From an optimization exercise on the open Yosys and OpenROAD flow, aimed at small area, a short achievable clock period and few clock cycles; shortcuts taken in it are not production practice.
The RTL was checked by simulation tests, not by an equivalence proof against the original design.
Power and IR drop assume default switching activity.

Setup of v6:
// flexka
module flexka (
  input  logic        clk,
  input  logic        rstn,
  input  logic        cmd_valid,
  input  logic [2:0]  cmd,
  input  logic [15:0] cmd_data,
  output logic [1:0]  flexka_state,
  output logic [15:0] out_data,
  output logic [31:0] elapsed_cycles
);
Settings: LEC_CHECK=0, CAP_MARGIN=20, CORE_MARGIN=2, CORE_UTILIZATION=40, CTS_CLUSTER_DIAMETER=90, CTS_CLUSTER_SIZE=24, PLACE_DENSITY=0.52, SETUP_SLACK_MARGIN=5, SLEW_MARGIN=20; clock period 8.0 ns.
run.sh (not shown) runs the stock make flow with config.mk's settings and CLKGATE_MAP_FILE= SYNTH_SCRIPT=/design/flow/synth_recipe.tcl, a recipe that flattens the netlist after the stock synthesis.
Testbench counts of v6, summed over its fixed seeds: cycles 10,206.
The following lists how v7 was set up differently from v6:
- swapping 0.52 for 0.45 in PLACE_DENSITY
==> run summary <==
v7 vs v6, number of logic stages on the critical path including buffering went down by 1. [diff] flop-to-flop setup slack, v7 relative to v6: improvement. Routing usage on met1 (higher): v7. Looking at final wirelength, v7 sits above v6. v7 does better than v6 on final critical path time including I/O delays and setup.

* * *

v1:
The RTL this note starts from:
==> flow/design.v <==
package flexka_pkg;
  typedef logic [16-1:0] word_t;
  typedef logic [$clog2(8):0] in_addr_t;
  typedef logic [$clog2(16)-1:0] out_addr_t;
  typedef logic [31:0] cycle_t;
  typedef enum logic [2:0] {
    NONE    = 3'd0,
    SIZE_A  = 3'd1,
    SIZE_B  = 3'd2,
    DATA_A  = 3'd3,
    DATA_B  = 3'd4,
    OUTADDR = 3'd5,
    START   = 3'd6
  } command_e;
  typedef enum logic [1:0] {
    IDLE, CLEAR, MULTIPLY, FLUSH
  } state_e;
endpackage
`timescale 1ns/100ps
module flexka (
  input  logic        clk,
  input  logic        rstn,
  input  logic        cmd_valid,
  input  logic [2:0]  cmd,
  input  logic [15:0] cmd_data,
  output logic [1:0]  flexka_state,
  output logic [15:0] out_data,
  output logic [31:0] elapsed_cycles
);
  localparam logic [2:0] C_SIZE_A = 3'd1, C_SIZE_B = 3'd2, C_DATA_A = 3'd3,
                         C_DATA_B = 3'd4, C_OUTADDR = 3'd5, C_START = 3'd6;
  localparam int AW = 51;
  function automatic logic [95:0] csa48(input logic [47:0] x, y, z);
    csa48 = {((x & y) | (x & z) | (y & z)) << 1, x ^ y ^ z};
  endfunction
  function automatic logic [2*AW-1:0] csaw(input logic [AW-1:0] x, y, z);
    csaw = {((x & y) | (x & z) | (y & z)) << 1, x ^ y ^ z};
  endfunction
  function automatic logic [33:0] triple(input logic [31:0] b);
    logic [33:0] x, y, g, p, cg, cp;
    x = {2'b0, b};
    y = {1'b0, b, 1'b0};
    g = x & y;
    p = x ^ y;
    cg = g;
    cp = p;
    for (int d = 1; d < 34; d = d * 2)
      for (int i = 33; i >= 0; i--)
        if ((i & d) != 0) begin
          cg[i] = cg[i] | (cp[i] & cg[(i & ~(d - 1)) - 1]);
          cp[i] = cp[i] & cp[(i & ~(d - 1)) - 1];
        end
    triple = p ^ {cg[32:0], 1'b0};
  endfunction
  logic [15:0] mem_a [8];
  logic [15:0] mem_b [8];
  logic [2:0]  ptr_a, ptr_b;
  logic start;
  assign start = cmd_valid && cmd == C_START && !flexka_state[0];
  always_ff @(posedge clk) begin
    if (!rstn) begin
      ptr_a <= '0;
      ptr_b <= '0;
    end else if (cmd_valid) begin
      case (cmd)
        C_SIZE_A: ptr_a <= '0;
        C_SIZE_B: ptr_b <= '0;
        C_DATA_A: ptr_a <= ptr_a + 3'd1;
        C_DATA_B: ptr_b <= ptr_b + 3'd1;
        default: ;
      endcase
    end
  end
  always_ff @(posedge clk) begin
    for (int k = 0; k < 8; k++) begin
      if (cmd_valid && cmd == C_DATA_A && ptr_a == 3'(k)) mem_a[k] <= cmd_data;
      if (cmd_valid && cmd == C_DATA_B && ptr_b == 3'(k)) mem_b[k] <= cmd_data;
    end
  end
  logic [2:0] nae1, nae2, d_n1;
  logic [1:0] nbc1;
  logic       na1z, nbh;
  assign d_n1 = cmd_data[2:0] - 3'd1;
  always_ff @(posedge clk) begin
    if (cmd_valid && cmd == C_SIZE_A) begin
      nae1 <= (d_n1 == 3'd0) ? 3'd1 : d_n1;
      nae2 <= (d_n1 == 3'd0) ? 3'd0 : d_n1 - 3'd1;
      na1z <= d_n1 == 3'd0;
    end
    if (cmd_valid && cmd == C_SIZE_B) begin
      nbc1 <= d_n1[2:1];
      nbh  <= !d_n1[0];    
    end
  end
  logic        eng, lastcol, load, l_ce, l_last;
  logic [3:0]  lk, klast, k2;
  logic [2:0]  li, si, nsi;
  logic [1:0]  lc, sc, nsc;
  logic [15:0] a_w;
  logic [31:0] b_w;
  assign klast  = 4'(nae1) + {1'b0, nbc1, 1'b0};
  assign load   = start || eng;
  assign l_ce   = (lc == 2'd0) || (li >= nae2);
  assign l_last = l_ce && lastcol;    
  assign k2  = lk + 4'd2;
  assign nsc = (k2[3:1] > {1'b0, nbc1}) ? nbc1 : k2[2:1];
  assign nsi = 3'(k2 - {1'b0, nsc, 1'b0});
  always_ff @(posedge clk) begin
    if (!rstn) eng <= 1'b0;
    else eng <= load && !l_last;
    if (load && !l_last) begin
      if (!l_ce) begin
        li <= li + 3'd2;
        lc <= lc - 2'd1;
      end else begin
        lk <= lk + 4'd1;
        li <= si;
        lc <= sc;
        si <= nsi;
        sc <= nsc;
        lastcol <= lk + 4'd1 == klast;
      end
    end else begin
      lk <= '0;
      li <= '0;
      lc <= '0;
      si <= 3'd1;
      sc <= 2'd0;
      lastcol <= 1'b0;
    end
  end
  assign b_w = {(lc == nbc1 && nbh) ? 16'd0 : mem_b[{lc, 1'b1}], mem_b[{lc, 1'b0}]};
  logic        p_v, p_first, p_ce, p_last;
  logic [2:0]  li_p;
  logic [31:0] b_pre;
  always_ff @(posedge clk) begin
    if (!rstn) p_v <= 1'b0;
    else p_v <= load;
    p_first <= start;
    p_ce    <= l_ce;
    p_last  <= l_last;
    li_p    <= li;
    b_pre   <= b_w;
  end
  assign a_w = (na1z && li_p[0]) ? 16'd0 : mem_a[li_p];
  logic        a_v, a_first, a_ce, a_last;
  logic [7:0]  s1, s2, s3;    
  logic [31:0] opb;
  logic [33:0] opb3;
  always_ff @(posedge clk) begin
    if (!rstn) a_v <= 1'b0;
    else a_v <= p_v;
    a_first <= p_first;
    a_ce    <= p_ce;
    a_last  <= p_last;
    for (int k = 0; k < 8; k++) begin
      s1[k] <= p_v && a_w[2*k+1 -: 2] == 2'd1;
      s2[k] <= p_v && a_w[2*k+1 -: 2] == 2'd2;
      s3[k] <= p_v && a_w[2*k+1 -: 2] == 2'd3;
    end
    opb  <= b_pre;
    opb3 <= triple(b_pre);
  end
  logic [47:0] pp [8];
  logic [47:0] l1 [6];
  logic [47:0] l2 [4];
  logic [47:0] l3 [3];
  always_comb begin
    for (int k = 0; k < 8; k++)
      pp[k] = ((s1[k] ? 48'(opb) : 48'd0) | (s2[k] ? 48'({opb, 1'b0}) : 48'd0) |
               (s3[k] ? 48'(opb3) : 48'd0)) << (2 * k);
    for (int g = 0; g < 2; g++) {l1[2*g+1], l1[2*g]} = csa48(pp[3*g], pp[3*g+1], pp[3*g+2]);
    l1[4] = pp[6];
    l1[5] = pp[7];
    for (int g = 0; g < 2; g++) {l2[2*g+1], l2[2*g]} = csa48(l1[3*g], l1[3*g+1], l1[3*g+2]);
    {l3[1], l3[0]} = csa48(l2[0], l2[1], l2[2]);
    l3[2] = l2[3];
  end
  logic [47:0]   br [3];
  logic          b_first, b_ce, b_last, pend;
  logic [AW-1:0] acc_s, acc_c;
  always_ff @(posedge clk) begin
    if (!rstn) begin
      b_ce   <= 1'b0;
      b_last <= 1'b0;
    end else begin
      b_ce   <= a_v && a_ce && !a_last;
      b_last <= a_v && a_last;
    end
    b_first <= a_first;
    for (int k = 0; k < 3; k++) br[k] <= l3[k];
  end
  logic [AW-1:0] x_s, x_c, t1s, t1c, t2s, t2c, t3s, t3c;
  always_comb begin
    x_s = b_first ? '0 : pend ? AW'(acc_s[AW-1:16]) : acc_s;
    x_c = b_first ? '0 : pend ? AW'(acc_c[AW-1:16]) : acc_c;
    {t1c, t1s} = csaw(AW'(br[0]), AW'(br[1]), AW'(br[2]));
    {t2c, t2s} = csaw(t1s, t1c, x_s);
    {t3c, t3s} = csaw(t2s, t2c, x_c);
  end
  always_ff @(posedge clk) begin
    acc_s <= t3s;
    acc_c <= t3c;
    pend  <= b_ce;
  end
  logic        c_v;
  logic [3:0]  wk;
  logic        cout_r;
  logic [15:0] mem_p [13];
  logic [16:0] wsum;
  assign c_v  = pend;
  assign wsum = 17'(acc_s[15:0]) + 17'(acc_c[15:0]) + 17'(cout_r);
  always_ff @(posedge clk) begin
    if (start) begin
      wk     <= '0;
      cout_r <= 1'b0;
    end else if (c_v) begin
      wk     <= wk + 4'd1;
      cout_r <= wsum[16];
    end
    for (int k = 0; k < 13; k++)
      if (c_v && wk == 4'(k)) mem_p[k] <= wsum[15:0];
  end
  logic       busy;
  logic [5:0] cnt;
  always_ff @(posedge clk) begin
    if (!rstn) begin
      busy <= 1'b0;
      cnt  <= '0;
    end else begin
      if (start) busy <= 1'b1;
      else if (b_last) busy <= 1'b0;
      if (start) cnt <= '0;
      else if (busy) cnt <= cnt + 6'd1;
    end
  end
  logic [3:0]  ra0, ra1;
  logic [4:0]  rd;
  logic [15:0] out_q;
  logic [47:0] top;
  assign top = acc_s[47:0] + acc_c[47:0] + 48'(cout_r);
  assign rd  = 5'(ra1) - 5'(wk);
  always_ff @(posedge clk) begin
    if (!rstn) begin
      ra0 <= '0;
      ra1 <= '0;
    end else begin
      if (cmd_valid && cmd == C_OUTADDR) ra0 <= cmd_data[3:0];
      ra1 <= ra0;
    end
    if (rd[4]) out_q <= mem_p[ra1];
    else if (rd == 5'd0) out_q <= top[15:0];
    else if (rd == 5'd1) out_q <= top[31:16];
    else if (rd == 5'd2) out_q <= top[47:32];
    else out_q <= '0;
  end
  assign flexka_state   = {1'b0, busy};
  assign out_data       = out_q;
  assign elapsed_cycles = {26'b0, cnt};
endmodule
Settings: LEC_CHECK=0, CAP_MARGIN=20, CORE_MARGIN=2, CORE_UTILIZATION=40, CTS_CLUSTER_DIAMETER=100, CTS_CLUSTER_SIZE=28, PLACE_DENSITY=0.45, SETUP_SLACK_MARGIN=5, SLEW_MARGIN=20; clock period 8.0 ns.
v1: PASS, flow complete, no timing, DRC or antenna violations
Testbench counts of v1, summed over its fixed seeds: cycles 10,206.
diff inputs: v1 => v30
- CTS_CLUSTER_SIZE now 24, was 28
- PLACE_DENSITY now 0.4, was 0.45
- CTS_CLUSTER_DIAMETER now 90, was 100
--- outcome ---
End point of the critical path: mem_a[2][6] -> v30, out_q[14] -> v1. Diff v30..v1 | sequential power | negligible. Re die area: no difference whatsoever between v30 and v1. Cell area went up slightly going from v1 to v30. Comparing v1 and v30, the lower tightest hold margin is on v30. Slack of the worst reg-to-reg path, v1 and v30, higher one = v30. Status: average wire length per cell after detail routing parity (v30, v1). NOTE: power in v30 exceeds that of v1.

## re-timing with driven ports
No port has a modelled driver above. Below, the same layouts with a new extraction and two added sets of constraints. Step 1: set_driving_cell puts a clkbuf_16 on clk and a buf_2 on each other input, an assumption about the parent block. Step 2, shift: input delay + t, output delay - t, t = (earliest + latest rising clock arrival at the registers) / 2. This alone moves slack from input paths to output paths. Three values: no drivers, after step 1, after step 2; two values: the first two.
run	shift t [ns]	slack for setup (ns)	worst hold slack (ns)	worst slew at a driven data input, ns
v6	0.742	4.952 / 4.968 / 4.264	0.329 / 0.329 / 0.329	0.04
v7	0.716	4.972 / 5.003 / 4.300	0.331 / 0.331 / 0.331	0.04
v1	0.714	4.966 / 4.966 / 4.464	0.332 / 0.332 / 0.332	0.03
v30	0.720	4.977 / 4.998 / 4.308	0.317 / 0.317 / 0.317	0.04
After both steps every run listed still meets setup and hold. For v6, which loses most, drivers alone change the setup slack by +0.016 ns; drivers and shift together by -0.688 ns.
